From an optimization exercise on the open Yosys and OpenROAD flow, aimed at small area, a short achievable clock period and few clock cycles per item; shortcuts taken in it are not production practice. RTL that was checked went through simulation tests only; none was proved equivalent to the original. For runs 4 to 7, only the layout was checked, not whether the RTL still works. Power figures rest on the tool's default switching activity, not on a simulated workload.

### flow/design.v
`timescale 1ns / 1ps
package wmme_pkg;
    localparam int SAMPLE_W = 32;
    localparam logic [SAMPLE_W-1:0] NO_EST_MEAN = {SAMPLE_W{1'b1}};
    typedef logic [SAMPLE_W-1:0] sample_t;
    typedef struct packed {
        logic    valid;
        sample_t sample;
    } wmme_req_t;
endpackage
`timescale 1ns / 1ps
module wmme_queue
(
    input  logic                clk,
    input  logic                rst_n,
    input  logic                in_valid,
    output logic                in_stall,
    input  wmme_pkg::sample_t   sample,
    output logic                head_valid,
    output wmme_pkg::sample_t   head,
    input  logic                pop
);
    logic              hv_reg;
    logic              bv_reg;
    wmme_pkg::sample_t h_reg;
    wmme_pkg::sample_t b_reg;
    logic              push;
    assign in_stall   = bv_reg;
    assign push       = in_valid && !bv_reg;
    assign head_valid = hv_reg;
    assign head       = h_reg;
    always_ff @(posedge clk)
    begin
        if (!hv_reg || pop)
        begin
            h_reg <= bv_reg ? b_reg : sample;
        end
        if (push && hv_reg && !pop)
        begin
            b_reg <= sample;
        end
    end
    always_ff @(posedge clk or negedge rst_n)
    begin
        if (!rst_n)
        begin
            hv_reg <= 1'b0;
            bv_reg <= 1'b0;
        end
        else
        begin
            if (!hv_reg || pop)
            begin
                hv_reg <= bv_reg || push;
                bv_reg <= 1'b0;
            end
            else if (push)
            begin
                bv_reg <= 1'b1;
            end
        end
    end
endmodule
`timescale 1ns / 1ps
module wmme_div
#(
    parameter int SUM_W = 39
)
(
    input  logic                clk,
    input  logic                rst_n,
    input  logic                in_valid,
    input  wmme_pkg::sample_t   in_min,
    input  logic [SUM_W-1:0]    in_sum,
    output logic                take,
    output logic                hold,
    output logic                out_valid,
    input  logic                out_stall,
    output wmme_pkg::sample_t   window_min,
    output wmme_pkg::sample_t   mean_excess,
    output logic                no_estimate
);
    localparam int W   = wmme_pkg::SAMPLE_W;
    localparam int T_W = SUM_W - 2;
    localparam int U_W = T_W + 6;
    localparam int Y_W = U_W + 10;
    localparam int H_W = Y_W - 20;
    localparam int V_W = H_W + 1;
    logic              v1_reg, v2_reg, vo_reg;
    wmme_pkg::sample_t m1_reg, m2_reg, mo_reg;
    logic              z1_reg, z2_reg, zo_reg;
    logic [U_W-1:0]    u1_reg;
    logic [H_W-1:0]    yh2_reg;
    logic [V_W-1:0]    w2_reg;
    wmme_pkg::sample_t mean_reg;
    logic [T_W-1:0]    t0;
    logic [U_W-1:0]    u0;
    logic [Y_W-1:0]    y1;
    logic [V_W-1:0]    w1;
    logic [20:0]       wsum;
    logic              wc;
    logic [W-1:0]      mean2;
    assign hold = vo_reg && out_stall;
    assign take = in_valid && !hold;
    assign t0 = in_sum[SUM_W-1:2];
    assign u0 = (U_W'(t0) << 5) + (U_W'(t0) << 3) + U_W'(t0);
    assign y1 = (Y_W'(u1_reg) << 10) - Y_W'(u1_reg);
    assign w1 = V_W'(y1[Y_W-1:20]) + V_W'(y1[19:0]);
    assign wsum  = 21'(w2_reg[V_W-1:20]) + 21'(w2_reg[19:0]);
    assign wc    = (wsum >= 21'h0F_FFFF);
    assign mean2 = W'(yh2_reg) + W'(w2_reg[V_W-1:20]) + W'(wc) - m2_reg;
    assign out_valid   = vo_reg;
    assign window_min  = mo_reg;
    assign mean_excess = mean_reg;
    assign no_estimate = zo_reg;
    always_ff @(posedge clk)
    begin
        if (!hold)
        begin
            m1_reg   <= in_min;
            z1_reg   <= (in_min == '0);
            u1_reg   <= u0;
            m2_reg   <= m1_reg;
            z2_reg   <= z1_reg;
            yh2_reg  <= y1[Y_W-1:20];
            w2_reg   <= w1;
            mo_reg   <= m2_reg;
            zo_reg   <= z2_reg;
            mean_reg <= z2_reg ? wmme_pkg::NO_EST_MEAN : mean2;
        end
    end
    always_ff @(posedge clk or negedge rst_n)
    begin
        if (!rst_n)
        begin
            v1_reg <= 1'b0;
            v2_reg <= 1'b0;
            vo_reg <= 1'b0;
        end
        else if (!hold)
        begin
            v1_reg <= in_valid;
            v2_reg <= v1_reg;
            vo_reg <= v2_reg;
        end
    end
endmodule
`timescale 1ns / 1ps
module wmme_engine
#(
    parameter int WINDOW = 100,
    parameter int DQ_N   = 10
)
(
    input  logic                      clk,
    input  logic                      rst_n,
    input  logic                      head_valid,
    input  wmme_pkg::sample_t         head,
    output logic                      pop,
    input  logic                      hold,
    output logic                      res_valid,
    input  logic                      res_take,
    output wmme_pkg::sample_t         res_min,
    output logic [wmme_pkg::SAMPLE_W+6:0] res_sum
);
    localparam int W     = wmme_pkg::SAMPLE_W;
    localparam int IDX_W = $clog2(WINDOW);
    localparam int SUM_W = W + IDX_W;
    localparam logic [IDX_W-1:0] LAST = IDX_W'(WINDOW - 1);
    logic [WINDOW*W-1:0] ring_reg;
    wmme_pkg::sample_t   oldest;
    logic [IDX_W-1:0]    align_reg;
    logic [IDX_W-1:0]    seq_reg;
    logic                full_reg;
    logic [DQ_N-1:0]     dv_reg;
    wmme_pkg::sample_t   dval_reg [DQ_N];
    logic [IDX_W-1:0]    dseq_reg [DQ_N];
    logic                trunc_reg;
    logic                rb_reg;
    logic [IDX_W-1:0]    rb_cnt_reg;
    logic [SUM_W-1:0]    sum_reg;
    logic                rv_reg;
    logic                aligned;
    logic                scan;
    logic                step;
    wmme_pkg::sample_t   xin;
    logic                expire;
    logic [DQ_N-1:0]     keep;
    logic [DQ_N-1:0]     kept;
    logic [DQ_N-1:0]     slot;
    logic                evicted;
    logic                room;
    logic                app;
    logic                trunc_nxt;
    logic                empty_nxt;
    logic                trigger;
    assign oldest  = ring_reg[WINDOW*W-1 -: W];
    assign aligned = (align_reg == '0);
    assign pop     = aligned && head_valid && !rb_reg && (!rv_reg || !hold);
    assign scan    = aligned && rb_reg;
    assign step    = pop || scan;
    assign xin     = rb_reg ? oldest : head;
    assign res_valid = rv_reg;
    assign res_min   = full_reg ? dval_reg[0] : '0;
    assign res_sum   = sum_reg;
    assign expire = pop && dv_reg[0] && (dseq_reg[0] == seq_reg);
    always_comb
    begin
        for (int i = 0; i < DQ_N; i++)
        begin
            keep[i] = dv_reg[i] && (dval_reg[i] < xin);
        end
        for (int i = 0; i < DQ_N; i++)
        begin
            if (expire)
                kept[i] = (i + 1 < DQ_N) ? keep[(i + 1) % DQ_N] : 1'b0;
            else
                kept[i] = keep[i];
        end
        for (int i = 0; i < DQ_N; i++)
        begin
            slot[i] = !kept[i] && ((i == 0) ? 1'b1 : kept[(i + DQ_N - 1) % DQ_N]);
        end
    end
    assign evicted   = |(dv_reg & ~keep);
    assign room      = !keep[DQ_N-1] || expire;
    assign app       = trunc_reg ? evicted : room;
    assign trunc_nxt = trunc_reg ? !evicted : !room;
    assign empty_nxt = !kept[0] && !app;
    assign trigger   = pop && trunc_nxt && empty_nxt;
    always_ff @(posedge clk)
    begin
        ring_reg <= {ring_reg[(WINDOW-1)*W-1:0], (pop ? head : oldest)};
        if (step)
        begin
            for (int i = 0; i < DQ_N; i++)
            begin
                if (app && slot[i])
                begin
                    dval_reg[i] <= xin;
                    dseq_reg[i] <= seq_reg;
                end
                else if (expire && (i + 1 < DQ_N))
                begin
                    dval_reg[i] <= dval_reg[(i + 1) % DQ_N];
                    dseq_reg[i] <= dseq_reg[(i + 1) % DQ_N];
                end
            end
        end
    end
    always_ff @(posedge clk or negedge rst_n)
    begin
        if (!rst_n)
        begin
            align_reg  <= '0;
            seq_reg    <= '0;
            full_reg   <= 1'b0;
            dv_reg     <= '0;
            trunc_reg  <= 1'b0;
            rb_reg     <= 1'b0;
            rb_cnt_reg <= '0;
            sum_reg    <= '0;
            rv_reg     <= 1'b0;
        end
        else
        begin
            if (!aligned)
                align_reg <= align_reg - IDX_W'(1);
            else if (!step)
                align_reg <= LAST;
            if (step)
            begin
                seq_reg <= (seq_reg == LAST) ? '0 : seq_reg + IDX_W'(1);
            end
            if (pop)
            begin
                if (seq_reg == LAST)
                    full_reg <= 1'b1;
                sum_reg <= sum_reg + SUM_W'(head) - SUM_W'(full_reg ? oldest : '0);
            end
            if (step)
            begin
                if (trigger)
                begin
                    dv_reg    <= '0;
                    trunc_reg <= 1'b0;
                end
                else
                begin
                    dv_reg    <= kept | (app ? slot : '0);
                    trunc_reg <= trunc_nxt;
                end
            end
            if (trigger)
            begin
                rb_reg     <= 1'b1;
                rb_cnt_reg <= '0;
            end
            else if (scan)
            begin
                rb_cnt_reg <= rb_cnt_reg + IDX_W'(1);
                if (rb_cnt_reg == LAST)
                    rb_reg <= 1'b0;
            end
            if (pop && !trigger)
                rv_reg <= 1'b1;
            else if (scan && (rb_cnt_reg == LAST))
                rv_reg <= 1'b1;
            else if (res_take)
                rv_reg <= 1'b0;
        end
    end
endmodule
`timescale 1ns / 1ps
module window_min_mean_excess
#(
    parameter int WINDOW = 100
)
(
    input  logic    clk,
    input  logic    rst_n,
    input  logic    in_valid,
    output logic    in_stall,
    input  wmme_pkg::sample_t sample,
    output logic    out_valid,
    input  logic    out_stall,
    output wmme_pkg::sample_t window_min,
    output wmme_pkg::sample_t mean_excess,
    output logic    no_estimate
);
    localparam int SUM_W = wmme_pkg::SAMPLE_W + $clog2(WINDOW);
    logic              head_valid;
    wmme_pkg::sample_t head;
    logic              pop;
    logic              hold;
    logic              res_valid;
    logic              res_take;
    wmme_pkg::sample_t res_min;
    logic [SUM_W-1:0]  res_sum;
    wmme_queue u_queue (
        .clk        (clk),
        .rst_n      (rst_n),
        .in_valid   (in_valid),
        .in_stall   (in_stall),
        .sample     (sample),
        .head_valid (head_valid),
        .head       (head),
        .pop        (pop)
    );
    wmme_engine #(
        .WINDOW (WINDOW)
    ) u_engine (
        .clk        (clk),
        .rst_n      (rst_n),
        .head_valid (head_valid),
        .head       (head),
        .pop        (pop),
        .hold       (hold),
        .res_valid  (res_valid),
        .res_take   (res_take),
        .res_min    (res_min),
        .res_sum    (res_sum)
    );
    wmme_div #(
        .SUM_W (SUM_W)
    ) u_div (
        .clk         (clk),
        .rst_n       (rst_n),
        .in_valid    (res_valid),
        .in_min      (res_min),
        .in_sum      (res_sum),
        .take        (res_take),
        .hold        (hold),
        .out_valid   (out_valid),
        .out_stall   (out_stall),
        .window_min  (window_min),
        .mean_excess (mean_excess),
        .no_estimate (no_estimate)
    );
endmodule
### flow/run.sh
#!/bin/bash
# synth_recipe.tcl (not shown) runs the flow's synth.tcl, then flattens the netlist and writes it again
# the make line also repeats each setting of config.mk as NAME=value (left out here)
make -C /OpenROAD-flow-scripts/flow DESIGN_CONFIG=/design/flow/config.mk WORK_HOME=/design/flow/orfs CLKGATE_MAP_FILE= SYNTH_SCRIPT=/design/flow/synth_recipe.tcl finish
### flow/config.mk
export PLATFORM = sky130hd
export DESIGN_NAME = window_min_mean_excess
export DESIGN_NICKNAME = window_min_mean_excess
export VERILOG_FILES = /design/flow/design.v
export SDC_FILE = /design/flow/constraint.sdc
export NUM_CORES = 4
export LEC_CHECK = 0
export ABC_CLOCK_PERIOD_IN_PS = 3000
export CAP_MARGIN = 20
export CORE_MARGIN = 2
export CORE_UTILIZATION = 60
export SETUP_SLACK_MARGIN = 5
export SLEW_MARGIN = 20
export TNS_END_PERCENT = 100
### flow/constraint.sdc
create_clock -name core_clock -period 10.0 [get_ports {clk}]
set_input_delay 2.0000 -clock core_clock [delete_from_list [all_inputs] [get_ports {clk}]]
set_output_delay 2.0000 -clock core_clock [all_outputs]
set_load 0.01 [all_outputs]
==> results_dict.tcl, run 1 <==
set metrics [dict create \
    die_h_microns 438 \
    drt_iter0_drc 4206 \
    drt-total-wl_microns 244000 \
    cts_made_buffers 370 \
    cts_tree "yes" \
    slowest_stage "o211ai_1" \
    cts.sinks 3973 \
    largest_reg_flops 3200 \
    max_stage_delay_ps 420 \
    drtAntennaViolNets 0 \
    synth_mux_area_share_pct 4.21 \
    synth_top_family_by_area "adder cells" \
    worstPathMaxFanout 3 \
    hold_buffers 0 \
    setup_viol 0 \
    place_inst 9849 \
    status "finished clean" \
    synthMostInstantiatedCell "dfxtp_1" \
    total_power_w 0.0300 \
    path_buf_inv 9 \
    dp_worst_setup_slack_ps 3240 \
    hpwlAfterDp_microns 138000 \
    peakVddDrop_mv 0.209 \
    ys_seq_area_share_pct 76.7 \
    die_area_sq_mm 0.192 \
    fin_crit_ps 5880 \
    cts.clk_slew.worst_paths_ps 60 \
    core_area_sq_mm 0.188 \
    die_w_microns 438 \
    yosys-top-cells-area "dfxtp_1, edfxtp_1, ha_1, mux2_2, dfrtp_1" \
    drcViolationCount 0 \
    fp-row-count 159 \
    grt_use_total_pct 23.7 \
    synth_cells 7311 \
    fmax_mhz 170 \
    synth_cell_type_count 98 \
    synth_edf_count 694 \
    synth_compound_area_share_pct 5.07 \
    grt_pass1_wl_microns 345000 \
    crit_type "reg2reg" \
    crit_family "compound AO/OA/AOI/OAI gates" \
    clk_latency_ps 950 \
    yosys.area.top_type_share_pct 56.6 \
    antenna_found_initial 17 \
    cp.arrival_ps 6500 \
    viasPerCell 5.24 \
    grt_max_degree 100 \
    ctsRootBufferMaster "clkbuf_16" \
    fin_cells 10934 \
    synth_xor_area_share_pct 1.43 \
    worstMarginPinSlew_ps 989 \
    synthAdderAreaFrac_pct 7.07 \
    slew_violations 0 \
    dr.pass1.iters 5 \
    postSynthAreaPerCell_sq_um 15.5 \
    place.gp.congestion 0.896 \
    end_kind "flop" \
    p_leak_nw 56.3 \
    fin_tns_setup_ps 0 \
    fin_ws_ps 4120 \
    max_slew_margin_pct 34.1 \
    drive_above_1_share_pct 20.5 \
    clock_path_buffers 4 \
    wl_per_cell_microns 22.3 \
    start_util_pct 60.4 \
    hp-class "reg2reg" \
    rrSetupSlack_ps 4120 \
    syn_to_final_growth_pct 20.8 \
    power.density_mw_per_mm2 219 \
    cts-htree-levels 5 \
    synth_area_sq_mm 0.113 \
    fin_nets 8782 \
    cp_common_cell "buf_4" \
    yosys.area_share.simple_pct 3.74 \
    overflow 0 \
    synth_nets 7938 \
    synth_top_cell_by_area "dfxtp_1" \
    synth_flop_cell "dfxtp_1" \
    critPathLaunchType "flop" \
    skew_ps 77.0 \
    hold_viol_final 0 \
    crit_required_ps 10620 \
    io_pins 103 \
    max_cap_violations 0 \
    synth_warnings 5 \
    rsz0062_at_grt "yes" \
    grt_pass1_vias 56545 \
    yosys-top-cells-count "dfxtp_1, edfxtp_1, ha_1, inv_1, mux2_2" \
    fin_crit_sh_pct 58.8 \
    ys_ff_latch 3973 \
    io_buffer_count 102 \
    async_flop_share_pct 1.99 \
    vias 57262 \
]
[placed cells by master, fill, tap and decap left out, drive strengths merged, types with 24 or more instances in the layout]
master / count
xor2: 55
clkdlybuf4s50: 101
clkinv: 70
nand3: 52
nor4: 28
buf: 431
nand2b: 38
clkinvlp: 40
ha: 510
nand4: 71
xnor2: 129
o21a: 46
nor2: 165
nand2: 224
nor2b: 28
a211oi: 32
o21ai: 234
o211ai: 24
a21o: 177
fa: 81
clkbuf: 572
dfrtp: 79
inv: 323
dfxtp: 3200
a21oi: 199
nor3: 39
o21bai: 31
mux2: 389
edfxtp: 694
and2: 82
[routing by layer]
metal | routed length, microns | GRT usage, % | vias to the layer above
met5 | 34 | 0 | -
met4 | 12600 | 9.24 | 6
met3 | 16500 | 4.19 | 669
met2 | 108000 | 37.0 | 1784
met1 | 107000 | 33.3 | 27892
li1 | - | - | 26911
[cell families after synthesis]
logic type,count (synthesis)
AND/OR/NAND/NOR,817
flip-flops,3973
multiplexers,391
XOR/XNOR,184
buffers and inverters,469
AO/OA/AOI/OAI,886
adder cells (fa/ha/maj),591
[final cells by class]
class                   instances  area, sq um
flip-flops and latches       3973        86900
repair buffers                567         6370
repair inverters                3         20.0
well taps                    2495         3120
diodes                          8         20.0
inverters                     343         1400
multi-input cells            2897        26900
clock inverters               109         1220
clock buffers                 539        10800
fillers                     11690        50800
[power by group]
part	internal [W]	switching (W)
clock	0.00807	0.00569
combinational	0.0000125	0.0000121
sequential	0.0162	0.00000000000000000129
[metrics by stage]
step	cell area [sq um]	utilization (%)	hold WS, ps
floorplan	113000	-	310
global route	137000	72.9	275
CTS	132000	70.6	268
detailed placement	117000	62.6	312
global placement	117000	62.6	309
finish	137000	72.9	271
[worst paths after layout]
| check | start | to | cells after the start |
|---|---|---|---|
| min reg2reg | u_engine.ring_reg[2668]$_DFF_P_ | u_engine.ring_reg[2700]$_DFF_P_ | 0 |
| max in group asynchronous | rst_n | u_engine.rb_reg$_DFFE_PN0P_ | 2 |
| min | u_engine.ring_reg[2668]$_DFF_P_ | u_engine.ring_reg[2700]$_DFF_P_ | 0 |
| max | u_div.w2_reg[20]$_DFFE_PN_ | u_div.mean_reg[31]$_SDFFCE_PP1N_ | 32 |
| max reg2reg | u_div.w2_reg[20]$_DFFE_PN_ | u_div.mean_reg[31]$_SDFFCE_PP1N_ | 32 |
| min in group asynchronous | rst_n | u_engine.sum_reg[36]$_DFFE_PN0P_ | 1 |
[what timing repair did]
item,CTS,global route
setup buffers,164,176
setup endpoints to repair,810,769
pin swaps,60,134
gates resized for setup,253,387
gates cloned,26,63
Testbench counts, summed over its fixed seeds: cycles 3,240, items 3,200.
==> run 2: changes to the inputs <==
--- a/flow/config.mk
+++ b/flow/config.mk
@@ -8,7 +8,7 @@
 export ABC_CLOCK_PERIOD_IN_PS = 3000
 export CAP_MARGIN = 20
 export CORE_MARGIN = 2
-export CORE_UTILIZATION = 60
+export CORE_UTILIZATION = 40
 export SETUP_SLACK_MARGIN = 5
 export SLEW_MARGIN = 20
 export TNS_END_PERCENT = 100
==> run 2 against run 1 <==
  * Clock skew fell by 21 ps
  * Die area rose by 50%
  * Sequential cell count did not move
  * Highest routed layer is now met4
  * Still clean on timing, DRC and antenna
  * Synthesized cell count did not move
  * Cell area rose by 1.8%
  * Sequential power barely moved
==> results_dict.tcl, run 2 <==
set metrics [dict create \
    synth_cells 7311 \
    setup_viol 0 \
    seq_area_sq_mm 0.0869 \
    final_area_sq_mm 0.139 \
    max_stage_delay_ps 390 \
    start_util_pct 40.1 \
    fin_nets 8765 \
    synth_edf_count 694 \
    grt_max_degree 152 \
    fin_crit_ps 5530 \
    hold_buffers 0 \
    die_w_microns 536 \
    cts_made_buffers 374 \
    cts.clk_slew.worst_paths_ps 60 \
    synth_flop_cell "dfxtp_1" \
    io_pins 103 \
    final_cell_mix "dfxtp_1, edfxtp_1, ha_1" \
    synth_area_sq_mm 0.113 \
    yosys.area.top_type_share_pct 56.6 \
    fin_crit_sh_pct 55.3 \
    async_flop_share_pct 1.99 \
    die_h_microns 536 \
    placed_area_sq_mm 0.119 \
    crit_required_ps 10640 \
    fp-row-count 195 \
    worstPathMaxFanout 4 \
    slowest_stage "edfxtp_1" \
    drcViolationCount 0 \
    clock_path_buffers 4 \
    drt_iter0_drc 3730 \
    wl_per_cell_microns 19.7 \
    synth_top_cell_by_area "dfxtp_1" \
    drive_above_1_share_pct 21.1 \
    viasPerCell 4.67 \
    largest_reg_flops 3200 \
    ys_ff_latch 3973 \
    synth_cell_type_count 98 \
    synth_warnings 5 \
    pwr-share-clk_pct 46.7 \
    end_kind "flop" \
    fin_tns_setup_ps 0 \
    hpwlAfterDp_microns 141000 \
    slew_violations 0 \
    fin_cells 12195 \
    place_inst 11091 \
    worstMarginPinSlew_ps 1010 \
    vias 56985 \
    yosys-top-cells-area "dfxtp_1, edfxtp_1, ha_1, mux2_2, dfrtp_1" \
    cp.arrival_ps 6180 \
    cp_common_cell "o21a_1" \
    max_slew_margin_pct 33.0 \
    internal-power_w 0.0245 \
    dr.pass1.iters 5 \
    multi_input_area_sq_mm 0.0272 \
    num-fill-cells 23556 \
    ys_seq_area_share_pct 76.7 \
    switchingPower_w 0.00594 \
    status "finished clean" \
    power.density_mw_per_mm2 219 \
    switching_share_pct 19.5 \
    fmax_mhz 181 \
    cts.sinks 3973 \
    rsz0062_at_grt "yes" \
    overflow 0 \
    postLayoutCoreUtil_pct 49.4 \
    crit_type "reg2reg" \
    final_common_cell "dfxtp_1" \
    grt_pass1_wl_microns 347000 \
    postSynthAreaPerCell_sq_um 15.5 \
    grt_pass1_vias 57735 \
    die_area_sq_mm 0.287 \
    synthMostInstantiatedCell "dfxtp_1" \
    io_buffer_count 102 \
    pwr-share-seq_pct 53.2 \
    synth_nets 7938 \
    grt_use_total_pct 15.7 \
    hp-class "reg2reg" \
    p_comb_share_pct 0.1 \
    syn_to_final_growth_pct 23.0 \
    p_leak_nw 56.6 \
    yosys-top-cells-count "dfxtp_1, edfxtp_1, ha_1, inv_1, mux2_2" \
    drt-total-wl_microns 240000 \
    drtAntennaViolNets 0 \
    core_area_sq_mm 0.282 \
    peakVddDrop_mv 0.180 \
    critPathLaunchType "flop" \
    place.gp.congestion 0.855 \
    clk_latency_ps 910 \
    skew_ps 55.9 \
    max_cap_violations 0 \
    antenna_found_initial 19 \
    cts-htree-levels 5 \
    ctsRootBufferMaster "clkbuf_16" \
    cts_tree "yes" \
    hold_viol_final 0 \
]
## run 2: what timing repair did
action	in CTS	in global routing
gates resized for setup	333	396
cloned	35	46
setup endpoints to repair	808	732
pin swaps	73	130
setup buffers	225	108
## run 2: worst paths after layout
| check | endpoint | cells past startpoint | start | slack [ps] |
|---|---|---|---|---|
| max | u_div.mean_reg[31]$_SDFFCE_PP1N_ | 28 | u_div.w2_reg[20]$_DFFE_PN_ | 4470 |
| min | u_engine.ring_reg[1897]$_DFF_P_ | 0 | u_engine.ring_reg[1865]$_DFF_P_ | 280 |
| max reg2reg | u_div.mean_reg[31]$_SDFFCE_PP1N_ | 28 | u_div.w2_reg[20]$_DFFE_PN_ | 4470 |
| min reg2reg | u_engine.ring_reg[1897]$_DFF_P_ | 0 | u_engine.ring_reg[1865]$_DFF_P_ | 280 |
| max in group asynchronous | u_engine.full_reg$_DFFE_PN0P_ | 2 | rst_n | 7700 |
| min in group asynchronous | u_engine.dv_reg[9]$_DFFE_PN0N_ | 1 | rst_n | 1040 |
## run 2: power groups by stage
stage	clock, W	combinational, W	sequential (W)
2_1_floorplan	0	0.000000339	0.0166
3_3_place_gp	0	0.0000259	0.0166
3_5_place_dp	0	0.0000261	0.0166
4_1_cts	0.0146	0.0000262	0.0162
5_1_grt	0.0152	0.0000278	0.0162
6_report	0.0142	0.0000252	0.0162
## run 2: final cells by class
type / instances / share of cell area, %
Sequential cell: 3973 / 62.4
Timing Repair Buffer: 551 / 4.58
Tap cell: 3743 / 3.36
Antenna cell: 5 / 0.00898
Inverter: 343 / 1.02
Clock buffer: 553 / 7.87
Multi-Input combinational cell: 2893 / 19.5
Clock inverter: 132 / 1.25
Timing Repair inverter: 2 / 0.00898
## run 2: kinds of logic (layout without fill, tap and decap cells)
group / count (synthesis) / after routing / synth area share [%]
AOI/OAI and AO/OA: 886 / 891 / 5.07
xor gates and xnor gates: 184 / 184 / 1.43
adders and majority gates: 591 / 591 / 7.07
buffers and inverters: 469 / 1581 / 1.75
DFF: 3973 / 3973 / 76.7
muxes: 391 / 391 / 4.21
other: 0 / 5 / 0
and+or+nand+nor: 817 / 836 / 3.74
## run 2: through the flow
step | hold WS (ps) | worst slack (ps) | power (W)
after floorplan | 310 | 4620 | 0.0166
after global placement | 310 | 3190 | 0.0166
after detailed placement | 312 | 3210 | 0.0166
after CTS | 270 | 4190 | 0.0309
final | 276 | 4470 | 0.0305
after global routing | 274 | 4140 | 0.0315
## run 2: routing by layer
layer  wire length [microns]  global-route usage, %
met1                  113000                   22.4
met2                  101000                   23.4
met3                   15500                   3.27
met4                   10400                   6.08
met5                       0                      0
## run 2: critical path: cells and delay by family (launching register included)
kind / cells / cell delay, ps
mux: 1 / 320
buf+inv: 3 / 440
flops: 1 / 390
simple gates: 7 / 1330
fa+ha+maj: 3 / 650
compound gates: 14 / 2190
==> run 3: changes to the inputs <==
==> flow/config.mk (replaced) <==
export PLATFORM = sky130hd
export DESIGN_NAME = window_min_mean_excess
export DESIGN_NICKNAME = window_min_mean_excess
export VERILOG_FILES = /design/flow/design.v
export SDC_FILE = /design/flow/constraint.sdc
export NUM_CORES = 4
export LEC_CHECK = 0
export CAP_MARGIN = 20
export CORE_MARGIN = 2
export CORE_UTILIZATION = 40
export SLEW_MARGIN = 20
==> run 3 against run 2 <==
  * Global-route usage is 0.97 points lower
  * Cell area is 5.5% lower
  * Die area stayed put
  * Count of clock-buffer cells in the layout is 33 lower
  * Still clean on timing, DRC and antenna
  * Hold slack better by 2.3 ps
  * Synthesized cell count stayed put
  * First-iteration DRC count is 19% lower
==> results_dict.tcl, run 3 <==
set metrics [dict create \
    status "finished clean" \
    yosys-top-cells-count "dfxtp_1, edfxtp_1, ha_1, inv_1, mux2_2" \
    drt-total-wl_microns 212000 \
    place_inst 11095 \
    synth_area_sq_mm 0.113 \
    holdPathEnd "u_engine.ring_reg[379]$_DFF_P_" \
    synth_top_cell_by_area "dfxtp_1" \
    setup_viol 0 \
    drcViolationCount 0 \
    cp_cell_sequence "buf_4, o21ai_0, buf_4, inv_1, ha_1, a21o_1, a21o_1, a2111oi_0, o21ai_0, and2_1, a31oi_1, nor3b_1, nand2_1, o2bb2ai_1, nand2_1, buf_4, o21ai_4, buf_4" \
    skew_ps 57.0 \
    place.gp.congestion 0.884 \
    cts_resized 0 \
    overflow 0 \
    path_buf_inv 5 \
    rrSetupSlack_ps 3180 \
    fin_crit_ps 6820 \
    die_area_sq_mm 0.287 \
    synthMostInstantiatedCell "dfxtp_1" \
    cts_made_buffers 376 \
    r2r_end "u_engine.dval_reg[8][23]$_DFFE_PP_" \
    postSynthAreaPerCell_sq_um 15.5 \
    grt_use_total_pct 14.8 \
    synth_cells 7311 \
    synth_edf_count 694 \
    final_common_cell "dfxtp_1" \
    wl_per_cell_microns 18.0 \
    largest_reg_flops 3200 \
    cts.clk_slew.worst_paths_ps 60 \
    io_buffer_count 102 \
    grt_pass1_wl_microns 329000 \
    ctsRootBufferMaster "clkbuf_16" \
    vias 53854 \
    crit_family "compound AO/OA/AOI/OAI gates" \
    whs_path_depth 0 \
    cp.arrival_ps 7310 \
    cts.sinks 3973 \
    die_h_microns 536 \
    cp_common_cell "buf_4" \
    hp-class "reg2reg" \
    cts_tree "yes" \
    core_area_sq_mm 0.282 \
    cts-htree-levels 5 \
    dr.pass1.iters 7 \
    drtAntennaViolNets 0 \
    grt_pass1_vias 55552 \
    yosys.area.top_type_share_pct 56.6 \
    drt_iter0_drc 3024 \
    worstMarginPinSlew_ps 1070 \
    grt_max_degree 135 \
    clock_path_buffers 4 \
    ys_ff_latch 3973 \
    fin_nets 8359 \
    yosys-top-cells-area "dfxtp_1, edfxtp_1, ha_1, mux2_2, dfrtp_1" \
    synth_cell_type_count 98 \
    hold_viol_final 0 \
    async_flop_share_pct 1.99 \
    post-cts-setup-buffer-count 0 \
    viasPerCell 4.57 \
    crit_type "reg2reg" \
    clk_latency_ps 870 \
    fin_cells 11795 \
    io_pins 103 \
    ys_seq_area_share_pct 76.7 \
    die_w_microns 536 \
    synth_nets 7938 \
    crit_required_ps 10490 \
    timing.rr.start "u_engine.rb_reg$_DFFE_PN0P_" \
    final_area_sq_mm 0.132 \
    slew_violations 0 \
    fp-row-count 195 \
    syn_to_final_growth_pct 16.2 \
    rsz0062_at_grt "no" \
    critPathLaunchType "flop" \
    synth_flop_cell "dfxtp_1" \
    max_slew_margin_pct 28.9 \
    end_kind "flop" \
    fmax_mhz 147 \
    drive_above_1_share_pct 13.9 \
    hold_start "u_engine.ring_reg[347]$_DFF_P_" \
    crit_cells 18 \
    final_cell_mix "dfxtp_1, edfxtp_1, ha_1" \
    fin_tns_setup_ps 0 \
    start_util_pct 40.1 \
    synth_warnings 5 \
    worstPathMaxFanout 43 \
    fin_crit_sh_pct 68.2 \
    max_cap_violations 0 \
    hold_buffers 0 \
    reg2reg_depth 18 \
    hpwlAfterDp_microns 142000 \
    power.density_mw_per_mm2 232 \
    p_leak_nw 53.2 \
    placed_area_sq_mm 0.119 \
    max_stage_delay_ps 770 \
    peakVddDrop_mv 0.162 \
    slowest_stage "o21ai_4" \
    antenna_found_initial 19 \
    total_power_w 0.0305 \
]
-- run 3: final cells by class --
class / count / area, sq um
Timing Repair Buffer: 169 / 1550
Multi-Input combinational cell: 2869 / 24500
Sequential cell: 3973 / 86900
Antenna cell: 7 / 17.5
Inverter: 343 / 1290
Fill cell: 24255 / 150000
Tap cell: 3743 / 4680
Clock inverter: 171 / 1870
Clock buffer: 520 / 10800
-- run 3: logic make-up after synthesis --
kind of cell,count (synthesis),synth area share [%]
flops,3973,76.7
compound gates,886,5.07
simple gates,817,3.74
fa+ha+maj,591,7.07
buf+inv,469,1.75
mux,391,4.21
xor+xnor,184,1.43
-- run 3: stage by stage --
stage | setup slack (ps) | util [%] | hold slack (ps)
floorplan | 1980 | - | 310
global placement | 3190 | 42.1 | 310
detailed placement | 3160 | 42.1 | 312
CTS | 3210 | 46.7 | 260
global route | 2720 | 46.7 | 273
finish | 3180 | 46.7 | 278
-- run 3: per-layer routing --
metal | vias to the layer above | wire length (microns) | track usage (%)
met3 | 463 | 11200 | 2.60
li1 | 26044 | - | -
met4 | 0 | 8010 | 5.70
met5 | - | 0 | 0
met2 | 1187 | 90300 | 22.4
met1 | 26160 | 102000 | 21.0
-- run 3: worst register-to-register path, stage by stage, from the launching register on --
cell       delay (ps)
dfrtp_2           660
buf_4             490
o21ai_0           200
buf_4             210
inv_1             340
ha_1              330
a21o_1            170
a21o_1            190
a2111oi_0         460
o21ai_0           340
and2_1            260
a31oi_1           300
nor3b_1           450
nand2_1           100
o2bb2ai_1         160
nand2_1            60
buf_4             370
o21ai_4           780
buf_4             570
-- run 3: worst max-delay path by stage --
stage	startpoint	to	slack (ps)
2_1_floorplan	out_stall	u_div.v1_reg$_DFFE_PN0N_	1980
3_3_place_gp	out_stall	u_engine.dval_reg[8][31]$_DFFE_PP_	3190
3_5_place_dp	out_stall	u_engine.dval_reg[8][28]$_DFFE_PP_	3160
4_1_cts	u_engine.rb_reg$_DFFE_PN0P_	u_engine.dval_reg[8][23]$_DFFE_PP_	3210
5_1_grt	u_engine.rb_reg$_DFFE_PN0P_	u_engine.dval_reg[8][23]$_DFFE_PP_	2720
6_report	u_engine.rb_reg$_DFFE_PN0P_	u_engine.dval_reg[8][23]$_DFFE_PP_	3180
-- run 3: power breakdown --
group | switching [W] | internal, W | leakage [nW] | total [W]
Combinational | 0.0000123 | 0.0000124 | 13.5 | 0.0000247
Clock | 0.00588 | 0.00838 | 6.27 | 0.0143
Sequential | 0.000000000000000000247 | 0.0162 | 33.4 | 0.0162
Total | 0.00589 | 0.0246 | 53.2 | 0.0305
==> run 4: changes to the inputs <==
--- a/flow/design.v
+++ b/flow/design.v
@@ -82,33 +82,20 @@
 );
     localparam int W   = wmme_pkg::SAMPLE_W;
     localparam int T_W = SUM_W - 2;
-    localparam int U_W = T_W + 6;
-    localparam int Y_W = U_W + 10;
-    localparam int H_W = Y_W - 20;
-    localparam int V_W = H_W + 1;
-    logic              v1_reg, v2_reg, vo_reg;
-    wmme_pkg::sample_t m1_reg, m2_reg, mo_reg;
-    logic              z1_reg, z2_reg, zo_reg;
-    logic [U_W-1:0]    u1_reg;
-    logic [H_W-1:0]    yh2_reg;
-    logic [V_W-1:0]    w2_reg;
+    localparam int Y_W = 52;
+    logic              v1_reg, vo_reg;
+    wmme_pkg::sample_t m1_reg, mo_reg;
+    logic              z1_reg, zo_reg;
+    logic [Y_W-1:0]    y1_reg;
     wmme_pkg::sample_t mean_reg;
-    logic [T_W-1:0]    t0;
-    logic [U_W-1:0]    u0;
-    logic [Y_W-1:0]    y1;
-    logic [V_W-1:0]    w1;
-    logic [20:0]       wsum;
-    logic              wc;
-    logic [W-1:0]      mean2;
+    logic [Y_W-1:0]    t0;
+    logic [Y_W-1:0]    y0;
+    logic [Y_W-1:0]    z1;
     assign hold = vo_reg && out_stall;
     assign take = in_valid && !hold;
-    assign t0 = in_sum[SUM_W-1:2];
-    assign u0 = (U_W'(t0) << 5) + (U_W'(t0) << 3) + U_W'(t0);
-    assign y1 = (Y_W'(u1_reg) << 10) - Y_W'(u1_reg);
-    assign w1 = V_W'(y1[Y_W-1:20]) + V_W'(y1[19:0]);
-    assign wsum  = 21'(w2_reg[V_W-1:20]) + 21'(w2_reg[19:0]);
-    assign wc    = (wsum >= 21'h0F_FFFF);
-    assign mean2 = W'(yh2_reg) + W'(w2_reg[V_W-1:20]) + W'(wc) - m2_reg;
+    assign t0 = Y_W'(in_sum[SUM_W-1:2]);
+    assign y0 = (t0 << 15) + (t0 << 13) + (t0 << 10) - (t0 << 5) - (t0 << 3) - t0;
+    assign z1 = y1_reg + (y1_reg >> 20) + (y1_reg >> 40) + Y_W'(3) - (Y_W'(m1_reg) << 20);
     assign out_valid   = vo_reg;
     assign window_min  = mo_reg;
     assign mean_excess = mean_reg;
@@ -119,14 +106,10 @@
         begin
             m1_reg   <= in_min;
             z1_reg   <= (in_min == '0);
-            u1_reg   <= u0;
-            m2_reg   <= m1_reg;
-            z2_reg   <= z1_reg;
-            yh2_reg  <= y1[Y_W-1:20];
-            w2_reg   <= w1;
-            mo_reg   <= m2_reg;
-            zo_reg   <= z2_reg;
-            mean_reg <= z2_reg ? wmme_pkg::NO_EST_MEAN : mean2;
+            y1_reg   <= y0;
+            mo_reg   <= m1_reg;
+            zo_reg   <= z1_reg;
+            mean_reg <= z1_reg ? wmme_pkg::NO_EST_MEAN : z1[Y_W-1:20];
         end
     end
     always_ff @(posedge clk or negedge rst_n)
@@ -134,14 +117,12 @@
         if (!rst_n)
         begin
             v1_reg <= 1'b0;
-            v2_reg <= 1'b0;
             vo_reg <= 1'b0;
         end
         else if (!hold)
         begin
             v1_reg <= in_valid;
-            v2_reg <= v1_reg;
-            vo_reg <= v2_reg;
+            vo_reg <= v1_reg;
         end
     end
 endmodule
@@ -203,7 +184,7 @@
     assign res_valid = rv_reg;
     assign res_min   = full_reg ? dval_reg[0] : '0;
     assign res_sum   = sum_reg;
-    assign expire = pop && dv_reg[0] && (dseq_reg[0] == seq_reg);
+    assign expire = !rb_reg && dv_reg[0] && (dseq_reg[0] == seq_reg);
     always_comb
     begin
         for (int i = 0; i < DQ_N; i++)
@@ -235,7 +216,7 @@
         begin
             for (int i = 0; i < DQ_N; i++)
             begin
-                if (app && slot[i])
+                if (slot[i])
                 begin
                     dval_reg[i] <= xin;
                     dseq_reg[i] <= seq_reg;
--- a/flow/config.mk
+++ b/flow/config.mk
@@ -5,7 +5,10 @@
 export SDC_FILE = /design/flow/constraint.sdc
 export NUM_CORES = 4
 export LEC_CHECK = 0
+export ABC_CLOCK_PERIOD_IN_PS = 3000
 export CAP_MARGIN = 20
 export CORE_MARGIN = 2
 export CORE_UTILIZATION = 40
+export SETUP_SLACK_MARGIN = 5
 export SLEW_MARGIN = 20
+export TNS_END_PERCENT = 100
==> run 4 against run 3 <==
  * Clock power shrank 6%
  * Synthesized cell count grew 4.3%
  * Largest power group unchanged
  * Cell area shrank 1.6%
  * Die area shrank 2.1%
  * Power shrank 3.9%
  * First-iteration DRC count shrank 1.3%
  * Maximum frequency grew 32%
  * Final cell count grew 2.1%
  * Sequential cell count shrank 91
  * Global-route usage shrank 0.24 points
  * Critical path type unchanged
  * Clock skew grew 42 ps
==> results_dict.tcl, run 4 <==
set metrics [dict create \
    cts.sinks 3882 \
    max_cap_violations 0 \
    crit_required_ps 10540 \
    cp.arrival_ps 5690 \
    synth_flop_cell "dfxtp_1" \
    fin_nets 8838 \
    grt_use_total_pct 14.5 \
    setup_viol 0 \
    fp-row-count 193 \
    clk_latency_ps 890 \
    crit_type "reg2reg" \
    grt_pass1_wl_microns 318000 \
    drt-total-wl_microns 205000 \
    viasPerCell 4.46 \
    rsz0062_at_grt "yes" \
    slowest_stage "fa_1" \
    grt_pass1_vias 54894 \
    fin_tns_setup_ps 0 \
    place.gp.congestion 0.872 \
    fin_cells 12039 \
    total_power_w 0.0293 \
    io_pins 103 \
    worstMarginPinSlew_ps 1130 \
    synth_warnings 5 \
    p_comb_share_pct 0.1 \
    drt_iter0_drc 2984 \
    overflow 0 \
    internal-power_w 0.0237 \
    synth_top_cell_by_area "dfxtp_1" \
    hp-class "reg2reg" \
    fin_crit_sh_pct 51.5 \
    status "finished clean" \
    ys_seq_area_share_pct 76.0 \
    synth_cells 7629 \
    synth_area_sq_mm 0.111 \
    grt_max_degree 105 \
    yosys-top-cells-area "dfxtp_1, edfxtp_1, ha_1, fa_1, a21oi_1" \
    max_stage_delay_ps 510 \
    cp_common_cell "buf_6" \
    slew_violations 0 \
    pwr-share-seq_pct 54.0 \
    wl_per_cell_microns 17.1 \
    pwr-share-clk_pct 46.0 \
    vias 53649 \
    drive_above_1_share_pct 10.5 \
    cts.clk_slew.worst_paths_ps 60 \
    cts_made_buffers 362 \
    synth_edf_count 604 \
    switching_share_pct 19.1 \
    hold_buffers 0 \
    yosys.area.top_type_share_pct 57.8 \
    fmax_mhz 194 \
    end_kind "flop" \
    worstPathMaxFanout 6 \
    largest_reg_flops 3200 \
    place_inst 11333 \
    switchingPower_w 0.00560 \
    power.density_mw_per_mm2 226 \
    die_h_microns 530 \
    io_buffer_count 102 \
    syn_to_final_growth_pct 16.9 \
    critPathLaunchType "flop" \
    cts-htree-levels 5 \
    cp_cell_sequence "clkinvlp_4, buf_6, buf_6, fa_2, fa_1, inv_1, fa_1, inv_2, ha_4, a21oi_1, o21ai_0, o221a_4, o22ai_4, o21ai_4, a31oi_4, o211ai_1, a21oi_2, buf_6, buf_4, buf_4, o41ai_4, xor2_1" \
    hold_viol_final 0 \
    core_area_sq_mm 0.276 \
    drcViolationCount 0 \
    p_leak_nw 52.7 \
    drtAntennaViolNets 0 \
    die_w_microns 530 \
    final_common_cell "dfxtp_1" \
    async_flop_share_pct 2.01 \
    final_cell_mix "dfxtp_1, edfxtp_1, ha_1" \
    synthMostInstantiatedCell "dfxtp_1" \
    ys_ff_latch 3882 \
    hpwlAfterDp_microns 138000 \
    cts_tree "yes" \
    fin_crit_ps 5150 \
    synth_nets 8422 \
    postSynthAreaPerCell_sq_um 14.5 \
    dr.pass1.iters 6 \
    die_area_sq_mm 0.281 \
    synth_cell_type_count 94 \
    yosys-top-cells-count "dfxtp_1, ha_1, edfxtp_1, inv_1, a21oi_1" \
    start_util_pct 40.1 \
    skew_ps 99.3 \
    max_slew_margin_pct 25.0 \
    peakVddDrop_mv 0.210 \
    antenna_found_initial 6 \
    clock_path_buffers 4 \
    ctsRootBufferMaster "clkbuf_16" \
]
-- run 4: path summary, 6_finish.rpt --
path | endpoint | startpoint | cells after the start | slack [ps]
hold / removal | u_engine.ring_reg[3077]$_DFF_P_ | u_engine.ring_reg[3045]$_DFF_P_ | 0 | 250
hold reg to reg | u_engine.ring_reg[3077]$_DFF_P_ | u_engine.ring_reg[3045]$_DFF_P_ | 0 | 250
setup / recovery | u_div.y1_reg[49]$_DFFE_PN_ | u_engine.sum_reg[17]$_DFFE_PN0P_ | 22 | 4850
min in group asynchronous | u_engine.dv_reg[5]$_DFFE_PN0N_ | rst_n | 1 | 1120
max in group asynchronous | u_engine.rb_reg$_DFFE_PN0P_ | rst_n | 2 | 7470
setup reg to reg | u_div.y1_reg[49]$_DFFE_PN_ | u_engine.sum_reg[17]$_DFFE_PN0P_ | 22 | 4850
-- run 4: metal layers --
layer / GRT usage, % / wire length (microns) / vias up
met4: 6.85 / 9590 / 0
met5: 0 / 0 / -
li1: - / - / 26490
met2: 22.9 / 90900 / 1076
met1: 19.6 / 96200 / 25671
met3: 2.30 / 8630 / 412
-- run 4: cell type report --
type / count / area, sq um
clock buffers: 524 / 10700
clock inverters: 122 / 1260
diodes: 7 / 17.5
repair buffers: 207 / 2090
multi-input cells: 3088 / 24700
inverters: 504 / 1910
well taps: 3705 / 4640
fillers: 23838 / 147000
flip-flops and latches: 3882 / 84200
-- run 4: cells by family (layout without fill, tap and decap cells) --
| logic type | after synthesis | count (layout) | synth area share (%) |
|---|---|---|---|
| DFF | 3882 | 3882 | 76.0 |
| AOI/OAI and AO/OA | 1048 | 1050 | 5.71 |
| and+or+nand+nor | 1044 | 1048 | 4.34 |
| adders and majority gates | 757 | 757 | 9.55 |
| buffers and inverters | 665 | 1357 | 2.36 |
| xor gates and xnor gates | 127 | 127 | 1.00 |
| muxes | 106 | 106 | 1.09 |
| other | 0 | 7 | 0 |
-- run 4: power by group through the flow --
stage / logic (W) / clock network, W / registers (W)
4_1_cts: 0.0000280 / 0.0138 / 0.0158
6_report: 0.0000264 / 0.0135 / 0.0158
2_1_floorplan: 0.000000330 / 0 / 0.0161
5_1_grt: 0.0000290 / 0.0145 / 0.0158
3_5_place_dp: 0.0000280 / 0 / 0.0161
3_3_place_gp: 0.0000273 / 0 / 0.0161
-- run 4: through the flow --
step	hold slack [ps]	utilization [%]	setup WS, ps	instance area [sq um]
2_1_floorplan	310	-	4720	111000
3_3_place_gp	309	42.1	4170	116000
3_5_place_dp	312	42.1	4080	116000
4_1_cts	250	46.7	4800	129000
5_1_grt	259	46.9	4630	129000
6_report	253	46.9	4850	129000
-- run 4: worst max-delay path: cells and delay by family, from the launching register on --
kind	cells	cell delay (ps)
adders and majority gates	4	1730
AOI/OAI and AO/OA	9	1580
buffers and inverters	8	960
DFF	1	390
xor gates and xnor gates	1	130
-- run 4: what timing repair did --
item | CTS | global route
resized for setup | 75 | 73
setup buffers | 24 | 22
pin swaps | 30 | 41
gates cloned | 4 | 2
endpoints found under the setup margin | 668 | 465
==> run 5: changes to the inputs <==
--- a/flow/config.mk
+++ b/flow/config.mk
@@ -9,6 +9,8 @@
 export CAP_MARGIN = 20
 export CORE_MARGIN = 2
 export CORE_UTILIZATION = 40
+export CTS_CLUSTER_DIAMETER = 60
+export CTS_CLUSTER_SIZE = 30
 export SETUP_SLACK_MARGIN = 5
 export SLEW_MARGIN = 20
 export TNS_END_PERCENT = 100
==> run 5 against run 4 <==
  * Sequential share of layout area grew 2.7 points
  * Non-clock buffer count up 7
  * Global-route usage shrank 0.33 points
  * Final cell count down 2.6%
  * Sequential cell count is the same
  * Critical path depth fell by 3
  * Via count down 2.1%
  * Critical path type unchanged
  * Largest cell class unchanged
  * Largest power group unchanged
  * Highest routed layer unchanged
==> results_dict.tcl, run 5 <==
set metrics [dict create \
    synth_xor_area_share_pct 1.00 \
    yosys.area_share.simple_pct 4.34 \
    cp-endpoint "u_div.y1_reg[44]$_DFFE_PN_" \
    hold_viol_final 0 \
    drt-total-wl_microns 201000 \
    status "finished clean" \
    overflow 0 \
    hpwlAfterDp_microns 138000 \
    grt_pass1_vias 52746 \
    grt_use_total_pct 14.2 \
    cts_tree "yes" \
    synth_nets 8422 \
    drcViolationCount 0 \
    rrSetupSlack_ps 4930 \
    die_h_microns 530 \
    synth_flop_cell "dfxtp_1" \
    largest_reg_flops 3200 \
    ys_ff_latch 3882 \
    end_kind "flop" \
    p_leak_nw 50.1 \
    io_buffer_count 102 \
    worstPathMaxFanout 4 \
    drive_above_1_share_pct 8.03 \
    reg2reg_depth 19 \
    max_cap_violations 0 \
    synthAdderAreaFrac_pct 9.55 \
    synth_mux_area_share_pct 1.09 \
    drtAntennaViolNets 0 \
    cts-htree-levels 4 \
    crit_type "reg2reg" \
    fin_crit_sh_pct 50.7 \
    critPathLaunchType "flop" \
    drt_iter0_drc 3155 \
    fin_crit_ps 5070 \
    rsz0062_at_grt "yes" \
    grt_max_degree 105 \
    synth_cell_type_count 94 \
    fp-row-count 193 \
    fin_tns_setup_ps 0 \
    cts.clk_slew.worst_paths_ps 110 \
    synth_cells 7629 \
    clock_path_buffers 4 \
    synth_compound_area_share_pct 5.71 \
    dr.pass1.iters 6 \
    synth_top_family_by_area "adder cells" \
    cp.arrival_ps 5640 \
    ys_seq_area_share_pct 76.0 \
    p_comb_share_pct 0.1 \
    slew_violations 0 \
    place.gp.congestion 0.872 \
    fin_cells 11720 \
    num-fill-cells 24327 \
    synth_area_sq_mm 0.111 \
    postSynthAreaPerCell_sq_um 14.5 \
    switchingPower_w 0.00512 \
    core_area_sq_mm 0.276 \
    ctsRootBufferMaster "clkbuf_16" \
    max_slew_margin_pct 25.2 \
    peakVddDrop_mv 0.178 \
    worstMarginPinSlew_ps 1120 \
    clk_latency_ps 910 \
    viasPerCell 4.48 \
    final_common_cell "dfxtp_1" \
    hp-class "reg2reg" \
    place_inst 11333 \
    async_flop_share_pct 2.01 \
    yosys-top-cells-area "dfxtp_1, edfxtp_1, ha_1, fa_1, a21oi_1" \
    r2r_end "u_div.y1_reg[44]$_DFFE_PN_" \
    vias 52544 \
    synth_top_cell_by_area "dfxtp_1" \
    timing.rr.start "u_engine.sum_reg[18]$_DFFE_PN0P_" \
    grt_pass1_wl_microns 310000 \
    total_power_w 0.0252 \
    power.density_mw_per_mm2 202 \
    io_pins 103 \
    antenna_found_initial 8 \
    yosys-top-cells-count "dfxtp_1, ha_1, edfxtp_1, inv_1, a21oi_1" \
    pwr-share-seq_pct 62.7 \
    synthMostInstantiatedCell "dfxtp_1" \
    fmax_mhz 197 \
    yosys.area.top_type_share_pct 57.8 \
    start_util_pct 40.1 \
    syn_to_final_growth_pct 12.2 \
    internal-power_w 0.0200 \
    skew_ps 104 \
    die_w_microns 530 \
    cts_made_buffers 205 \
    pwr-share-clk_pct 37.2 \
    synth_warnings 5 \
    final_cell_mix "dfxtp_1, edfxtp_1, ha_1" \
    die_area_sq_mm 0.281 \
    setup_viol 0 \
    synth_edf_count 604 \
    postLayoutCoreUtil_pct 45.1 \
    fin_nets 8689 \
    setup.worst_path.start "u_engine.sum_reg[18]$_DFFE_PN0P_" \
    crit_required_ps 10570 \
    cts.sinks 3882 \
    holdWs_ps 260 \
    switching_share_pct 20.4 \
    wl_per_cell_microns 17.2 \
]
[run 5: repair_timing]
item,in CTS,in global routing
cloned,6,1
setup buffers,23,31
pin swaps,29,65
endpoints found under the setup margin,690,551
gates resized for setup,74,104
hold buffers,0,0
[run 5: per-layer routing]
layer,track usage (%),wire length [microns],up-vias
li1,-,-,26018
met2,22.2,88300,916
met1,19.5,95300,25227
met4,6.55,9800,0
met5,0,0,-
met3,2.08,7990,383
[run 5: worst min-delay path by stage]
stage	startpoint	cells after the start	to	slack [ps]
CTS	u_engine.ring_reg[1561]$_DFF_P_	0	u_engine.ring_reg[1593]$_DFF_P_	260
global placement	u_engine.ring_reg[223]$_DFF_P_	0	u_engine.ring_reg[255]$_DFF_P_	310
detailed placement	u_engine.ring_reg[1089]$_DFF_P_	0	u_engine.ring_reg[1121]$_DFF_P_	310
global route	u_engine.ring_reg[1561]$_DFF_P_	0	u_engine.ring_reg[1593]$_DFF_P_	260
finish	u_engine.ring_reg[1561]$_DFF_P_	0	u_engine.ring_reg[1593]$_DFF_P_	260
floorplan	u_engine.ring_reg[968]$_DFF_P_	0	u_engine.ring_reg[1000]$_DFF_P_	310
[run 5: layout make-up]
| class | count | area, sq um | share of cell area [%] |
|---|---|---|---|
| Sequential cell | 3882 | 84200 | 67.7 |
| Multi-Input combinational cell | 3089 | 24800 | 19.9 |
| Clock buffer | 228 | 5350 | 4.30 |
| Tap cell | 3705 | 4640 | 3.73 |
| Timing Repair Buffer | 214 | 2100 | 1.69 |
| Inverter | 504 | 1910 | 1.54 |
| Clock inverter | 93 | 1430 | 1.15 |
| Antenna cell | 5 | 12.5 | 0.0101 |
[run 5: cells by family (layout without fill, tap and decap cells)]
kind of cell             count (synthesis)  count (layout)
AO/OA/AOI/OAI                         1048            1050
XOR/XNOR                               127             127
adder cells (fa/ha/maj)                757             757
buffers and inverters                  665            1039
flip-flops                            3882            3882
multiplexers                           106             106
other                                    0               5
AND/OR/NAND/NOR                       1044            1049
[run 5: power groups by stage]
stage	Clock, W	Sequential [W]	Combinational, W
global placement	0	0.0161	0.0000273
floorplan	0	0.0161	0.000000330
finish	0.00935	0.0158	0.0000264
detailed placement	0	0.0161	0.0000280
CTS	0.00968	0.0158	0.0000280
global route	0.0102	0.0158	0.0000289
[run 5: worst max-delay path: stages, from the launching register on]
cell        delay, ps
dfrtp_1           410
clkinvlp_4        200
buf_6             170
fa_2              570
inv_1             100
fa_1              490
inv_1              50
fa_1              520
inv_1              70
ha_4              230
a21oi_2           120
nor2b_1            60
o21a_1            180
or3_4             380
o21ai_4           180
a21oi_4           100
a311o_1           330
a21o_1            210
a31oi_1           230
xnor2_1           120
[run 5: metrics by stage]
step,area [sq um],setup WS (ps)
6_report,124000,4930
5_1_grt,124000,4750
4_1_cts,124000,4830
3_5_place_dp,116000,4080
3_3_place_gp,116000,4170
2_1_floorplan,111000,4720
==> run 6: changes to the inputs <==
--- a/flow/design.v
+++ b/flow/design.v
@@ -130,7 +130,7 @@
 module wmme_engine
 #(
     parameter int WINDOW = 100,
-    parameter int DQ_N   = 10
+    parameter int DQ_N   = 9
 )
 (
     input  logic                      clk,
==> run 6 against run 5 <==
  * Routed wire length is 7.4% higher
  * Sequential cell count decreased by 40
  * Final cell count shrank 4.7%
  * Via count is 4.0% lower
  * First-iteration DRC count grew 0.41%
  * Still clean on timing, DRC and antenna
  * Power is 1.1% lower
  * Maximum frequency shrank 2.9%
  * Synthesized area decreased by 1.7%
  * Critical path depth is 1 lower
==> results_dict.tcl, run 6 <==
set metrics [dict create \
    status "finished clean" \
    crit_type "reg2reg" \
    grt_use_total_pct 15.5 \
    io_pins 103 \
    critPathLaunchType "flop" \
    clock_path_buffers 3 \
    fmax_mhz 192 \
    antenna_found_initial 21 \
    hp-class "reg2reg" \
    rsz0062_at_grt "yes" \
    synth_xor_area_share_pct 0.981 \
    vias 50437 \
    met2_usage_pct 24.8 \
    place_inst 10770 \
    overflow 0 \
    use_met1_pct 21.6 \
    fin_crit_sh_pct 52.2 \
    start_util_pct 40.2 \
    hold_buffers 0 \
    synth_top_family_by_area "adder cells" \
    die_w_microns 526 \
    fin_tns_setup_ps 0 \
    place.gp.congestion 0.876 \
    final_cell_mix "dfxtp_1, edfxtp_1, ha_1" \
    cp.arrival_ps 5810 \
    yosys-top-cells-area "dfxtp_1, edfxtp_1, ha_1, mux2_2, fa_1" \
    synth_area_sq_mm 0.109 \
    io_buffer_count 102 \
    synthMostInstantiatedCell "dfxtp_1" \
    setup_viol 0 \
    final_common_cell "dfxtp_1" \
    max_slew_margin_pct 23.0 \
    grt_pass1_vias 50670 \
    syn_to_final_growth_pct 12.4 \
    final_area_sq_mm 0.122 \
    hold_viol_final 0 \
    busiest_layer "met2" \
    postLayoutCoreUtil_pct 45.2 \
    drive_above_1_share_pct 11.5 \
    synth_mux_area_share_pct 3.36 \
    p_leak_nw 49.4 \
    num-fill-cells 23775 \
    drt_iter0_drc 3168 \
    yosys.area_share.simple_pct 3.52 \
    grt_pass1_wl_microns 322000 \
    cts.clk_slew.worst_paths_ps 100 \
    power.density_mw_per_mm2 203 \
    synth_nets 7934 \
    fin_cells 11171 \
    end_kind "flop" \
    cts.sinks 3842 \
    drtAntennaViolNets 0 \
    fp-row-count 191 \
    die_area_sq_mm 0.277 \
    yosys-top-cells-count "dfxtp_1, ha_1, edfxtp_1, inv_1, mux2_2" \
    placed_area_sq_mm 0.114 \
    yosys.area.top_type_share_pct 58.8 \
    peakVddDrop_mv 0.177 \
    synth_compound_area_share_pct 4.48 \
    postSynthAreaPerCell_sq_um 15.2 \
    ys_ff_latch 3842 \
    drcViolationCount 0 \
    skew_ps 97.3 \
    wl_per_cell_microns 19.4 \
    clk_latency_ps 900 \
    total_power_w 0.0249 \
    rrSetupSlack_ps 4780 \
    multi_input_area_sq_mm 0.0244 \
    worstMarginPinSlew_ps 1140 \
    cts_made_buffers 197 \
    dr.pass1.iters 5 \
    hpwlAfterDp_microns 151000 \
    fin_nets 8225 \
    synth_top_cell_by_area "dfxtp_1" \
    slew_violations 0 \
    synth_warnings 5 \
    ctsRootBufferMaster "clkbuf_16" \
    synthAdderAreaFrac_pct 9.35 \
    grt.met3_usage_pct 2.21 \
    ys_seq_area_share_pct 76.1 \
    synth_cells 7172 \
    max_cap_violations 0 \
    worstPathMaxFanout 4 \
    core_area_sq_mm 0.271 \
    synth_edf_count 565 \
    async_flop_share_pct 2.00 \
    drt-total-wl_microns 216000 \
    crit_required_ps 10600 \
    grt_max_degree 93 \
    synth_cell_type_count 85 \
    viasPerCell 4.51 \
    seq_area_sq_mm 0.0830 \
    cts_tree "yes" \
    largest_reg_flops 3200 \
    die_h_microns 526 \
    cts-htree-levels 4 \
    synth_flop_cell "dfxtp_1" \
    fin_crit_ps 5220 \
]
## run 6: cell count changes in the layout (fill, tap and decap cells not counted), sizes merged, moves of 39 or more
cell | previous run | this run
nor2 | 356 | 148
edfxtp | 604 | 565
a21oi | 432 | 239
o21ai | 251 | 189
nand2 | 329 | 242
mux2 | 101 | 317
## run 6: area by class of cell
type | instances | share of cell area, %
Clock buffer | 217 | 4.18
Antenna cell | 16 | 0.0327
Sequential cell | 3842 | 67.7
Inverter | 510 | 1.60
Timing Repair Buffer | 194 | 1.52
Clock inverter | 104 | 1.39
Tap cell | 3570 | 3.65
Multi-Input combinational cell | 2718 | 19.9
## run 6: kinds of logic after synthesis
family,after synthesis
AO/OA/AOI/OAI,769
flip-flops,3842
multiplexers,325
XOR/XNOR,122
AND/OR/NAND/NOR,774
adder cells (fa/ha/maj),726
buffers and inverters,614
## run 6: where the power goes
part | switching, W | internal (W) | total (W)
combinational | 0.0000127 | 0.0000126 | 0.0000253
sequential | 0.0000000000000000114 | 0.0156 | 0.0156
clock | 0.00519 | 0.00408 | 0.00927
total | 0.00521 | 0.0197 | 0.0249
## run 6: repair_timing
action,in CTS,in global routing
pin swaps,37,33
cloned,2,0
setup endpoints to repair,689,472
buffers inserted,39,22
gates resized for setup,138,62
## run 6: path summary, 6_finish.rpt
check,startpoint,end,depth (start not counted)
worst min-delay path,u_engine.ring_reg[3066]$_DFF_P_,u_engine.ring_reg[3098]$_DFF_P_,0
worst min register to register,u_engine.ring_reg[3066]$_DFF_P_,u_engine.ring_reg[3098]$_DFF_P_,0
max in group asynchronous,rst_n,u_engine.sum_reg[7]$_DFFE_PN0P_,2
min in group asynchronous,rst_n,u_engine.align_reg[5]$_DFFE_PN0P_,1
worst max register to register,u_engine.sum_reg[17]$_DFFE_PN0P_,u_div.y1_reg[44]$_DFFE_PN_,18
worst max-delay path,u_engine.sum_reg[17]$_DFFE_PN0P_,u_div.y1_reg[44]$_DFFE_PN_,18
## run 6: worst max-delay path: stages (launching register included)
cell and delay, ps:
dfrtp_1 400, clkinvlp_4 180, fa_1 620, inv_2 60
fa_1 480, inv_1 50, fa_1 520, inv_2 50
ha_4 260, and3_4 190, nand2_4 60, or4_4 500
a21oi_4 150, nor2_1 70, a211o_1 330, o311a_4 390
o31ai_4 350, a31oi_1 150, xnor2_1 160
## run 6: through the flow
stage	setup WS, ps	hold slack [ps]
global placement	3120	310
CTS	4810	252
global route	4640	257
detailed placement	3660	312
floorplan	5020	310
finish	4780	276
## run 6: layer usage
metal	routed length [microns]	share of wire (%)
met1	103000	48
met2	98200	45
met3	8010	3.7
met4	6800	3.1
met5	21	0.0097
==> run 7: changes to the inputs <==
==> flow/flow/run.sh (new file) <==
#!/bin/bash
# The standard layout, with timing repair aiming well past the 10 ns constraint
set -euo pipefail
bash standard.sh SETUP_SLACK_MARGIN=7 finish > standard_flow.log 2>&1
==> flow/standard.sh (new file) <==
#!/bin/bash
# synth_recipe.tcl (not shown) runs the flow's synth.tcl, then flattens the netlist and writes it again
# the make line also repeats each setting of config.mk as NAME=value (left out here)
make -C /OpenROAD-flow-scripts/flow DESIGN_CONFIG=/design/flow/config.mk WORK_HOME=/design/flow/orfs CLKGATE_MAP_FILE= SYNTH_SCRIPT=/design/flow/synth_recipe.tcl "${@:-finish}"
removed: flow/run.sh
==> run 7 against run 6 <==
  * Final cell count rose by 3.8%
  * Clock skew fell by 3.3 ps
  * Count of clock-buffer cells in the layout rose by 6
  * Routed wire length rose by 2.1%
  * Maximum frequency rose by 3.9%
  * Clock power barely moved
==> results_dict.tcl, run 7 <==
set metrics [dict create \
    status "finished clean" \
    fmax_mhz 199 \
    synth_edf_count 565 \
    syn_to_final_growth_pct 22.0 \
    ys_seq_area_share_pct 76.1 \
    power.density_mw_per_mm2 188 \
    final_common_cell "dfxtp_1" \
    total_power_w 0.0249 \
    fin_tns_setup_ps 0 \
    vias 52798 \
    max_cap_violations 0 \
    io_buffer_count 102 \
    ys_ff_latch 3842 \
    postSynthAreaPerCell_sq_um 15.2 \
    die_area_sq_mm 0.277 \
    drtAntennaViolNets 0 \
    drt-total-wl_microns 221000 \
    cts-htree-levels 4 \
    crit_type "reg2reg" \
    async_flop_share_pct 2.00 \
    place.gp.congestion 0.874 \
    peakVddDrop_mv 0.134 \
    cp.arrival_ps 5640 \
    yosys-top-cells-count "dfxtp_1, ha_1, edfxtp_1, inv_1, mux2_2" \
    overflow 0 \
    hold_viol_final 0 \
    synth_flop_cell "dfxtp_1" \
    fin_crit_ps 5020 \
    drive_above_1_share_pct 23.1 \
    clk_latency_ps 950 \
    synthMostInstantiatedCell "dfxtp_1" \
    setup.worst_path.start "u_engine.sum_reg[14]$_DFFE_PN0P_" \
    reg2reg_depth 18 \
    setup_viol 0 \
    dr.pass1.iters 8 \
    largest_reg_flops 3200 \
    end_kind "flop" \
    max_slew_margin_pct 41.8 \
    multi_input_area_sq_mm 0.0294 \
    antenna_found_initial 12 \
    cp-endpoint "u_div.y1_reg[48]$_DFFE_PN_" \
    synth_cells 7172 \
    grt_use_total_pct 15.5 \
    wl_per_cell_microns 19.1 \
    hp-class "reg2reg" \
    fin_nets 8669 \
    synth_cell_type_count 85 \
    cts_tree "yes" \
    ctsRootBufferMaster "clkbuf_16" \
    synth_area_sq_mm 0.109 \
    hold_buffers 0 \
    grt_pass1_vias 53408 \
    hpwlAfterDp_microns 135000 \
    crit_required_ps 10620 \
    cts_made_buffers 199 \
    clock_path_buffers 4 \
    r2r_end "u_div.y1_reg[48]$_DFFE_PN_" \
    synth_warnings 5 \
    yosys-top-cells-area "dfxtp_1, edfxtp_1, ha_1, mux2_2, fa_1" \
    worstMarginPinSlew_ps 872 \
    start_util_pct 40.2 \
    grt_max_degree 86 \
    skew_ps 94.0 \
    fin_crit_sh_pct 50.2 \
    die_h_microns 526 \
    seq_area_sq_mm 0.0830 \
    slew_violations 0 \
    viasPerCell 4.55 \
    rrSetupSlack_ps 4980 \
    worstPathMaxFanout 4 \
    core_area_sq_mm 0.271 \
    rsz0062_at_grt "yes" \
    critPathLaunchType "flop" \
    timing.rr.start "u_engine.sum_reg[14]$_DFFE_PN0P_" \
    io_pins 103 \
    p_leak_nw 54.0 \
    grt_pass1_wl_microns 330000 \
    yosys.area.top_type_share_pct 58.8 \
    cts.clk_slew.worst_paths_ps 100 \
    num-fill-cells 22480 \
    drcViolationCount 0 \
    cts.sinks 3842 \
    die_w_microns 526 \
    final_cell_mix "dfxtp_1, edfxtp_1, ha_1" \
    fp-row-count 191 \
    synth_top_cell_by_area "dfxtp_1" \
    synth_nets 7934 \
    drt_iter0_drc 3031 \
]
## run 7: cell type report
class	count	share of cell area, %
Clock inverter	93	1.18
Multi-Input combinational cell	2761	22.1
Timing Repair Buffer	593	5.52
Tap cell	3570	3.36
Clock buffer	223	3.89
Sequential cell	3842	62.4
Inverter	510	1.52
Antenna cell	3	0.00565
## run 7: critical path, cell delays in order, from the launching register on
cell and delay, ps:
dfrtp_1 400, inv_4 80, fa_2 590, inv_2 50, fa_1 490, inv_2 50
fa_1 550, inv_2 50, ha_4 270, and3_4 200, nand2_4 50, or4_4 490
a21oi_4 140, nor2_1 50, a211o_1 370, o311a_4 350, o31ai_4 250, a311oi_2 150
xnor2_1 150
## run 7: layer usage
metal / share of wire (%) / up-vias / global-route usage [%]
li1: - / 25598 / -
met1: 46 / 25439 / 20.9
met2: 44 / 1194 / 24.2
met3: 4.0 / 567 / 2.18
met4: 6.4 / 0 / 8.52
met5: 0 / - / 0
## run 7: per-stage QoR
stage	worst slack [ps]	hold WS [ps]	cells	instance area [sq um]	utilization [%]
after detailed placement	4330	312	10758	117000	43.1
after global placement	4360	310	10758	117000	43.1
after CTS	4960	263	11466	130000	48.2
after floorplan	5260	310	7172	112000	-
final	4980	271	11595	133000	49.1
after global routing	4860	267	11593	133000	49.1
## run 7: how the worst min path moves through the flow
stage                                                from                         endpoint  slack, ps  cells past startpoint
final                     u_engine.ring_reg[3143]$_DFF_P_  u_engine.ring_reg[3175]$_DFF_P_        270                      0
after floorplan            u_engine.ring_reg[968]$_DFF_P_  u_engine.ring_reg[1000]$_DFF_P_        310                      0
after detailed placement  u_engine.ring_reg[1205]$_DFF_P_  u_engine.ring_reg[1237]$_DFF_P_        310                      0
after CTS                  u_engine.ring_reg[228]$_DFF_P_   u_engine.ring_reg[260]$_DFF_P_        260                      0
after global placement    u_engine.ring_reg[2998]$_DFF_P_  u_engine.ring_reg[3030]$_DFF_P_        310                      0
after global routing      u_engine.ring_reg[3143]$_DFF_P_  u_engine.ring_reg[3175]$_DFF_P_        270                      0
## run 7: repair_timing
| action | in CTS | in global routing |
|---|---|---|
| pin swaps | 158 | 173 |
| resized for setup | 920 | 289 |
| endpoints found under the hold margin | 0 | 0 |
| endpoints found under the setup margin | 999 | 953 |
| cloned | 104 | 8 |
| buffers inserted | 288 | 118 |
## run 7: logic make-up (layout without fill, tap and decap cells)
group	count (synthesis)	count (layout)	share of synthesized area [%]
simple gates	774	801	3.52
xor+xnor	122	122	0.981
compound gates	769	787	4.48
fa+ha+maj	726	726	9.35
flops	3842	3842	76.1
buf+inv	614	1419	2.18
other cells	0	3	0
mux	325	325	3.36
## run 7: report_power, final
| part | switching, W | total [W] | internal, W |
|---|---|---|---|
| sequential | 0.0000000000000000114 | 0.0156 | 0.0156 |
| combinational | 0.0000134 | 0.0000257 | 0.0000123 |
| clock | 0.00505 | 0.00929 | 0.00424 |

-- separate check: timing with driven ports --
The flow's constraints put no driver on any port. The routed layouts listed below were extracted and timed again, unchanged, in two steps. Step 1 sets driving cells, clkbuf_16 on the clock port and buf_2 on the other inputs (assumed; they add their load-dependent delay and slew). Step 2 adds t to the input delays and takes it off the output delays; t is the mean of the earliest and latest rising clock arrival at the registers after step 1. Input paths then give back, and output paths get back, about the clock's delay inside the block. a / b / c = no drivers / after step 1 / after step 2; a / b = the first two.
run | t, ns | setup slack, ns | worst setup path after step 2 | clock arrival spread, ns
run 1 | 0.987 | 4.124 / 4.124 / 3.827 | input to register | 0.086 / 0.086
run 2 | 0.979 | 4.465 / 4.465 / 3.777 | input to register | 0.058 / 0.058
run 3 | 0.941 | 3.181 / 3.181 / 3.181 | register to register | 0.063 / 0.063
run 4 | 0.935 | 4.849 / 4.849 / 4.542 | input to register | 0.099 / 0.100
run 5 | 0.955 | 4.933 / 4.933 / 4.597 | input to register | 0.104 / 0.104
run 6 | 0.947 | 4.782 / 4.782 / 4.782 | register to register | 0.107 / 0.107
run 7 | 0.979 | 4.978 / 4.978 / 4.978 | register to register | 0.119 / 0.119
After both steps setup and hold are still met in every run listed. The setup slack of run 2, which loses most, moves by 0.000 ns with the drivers and by -0.688 ns with both steps.
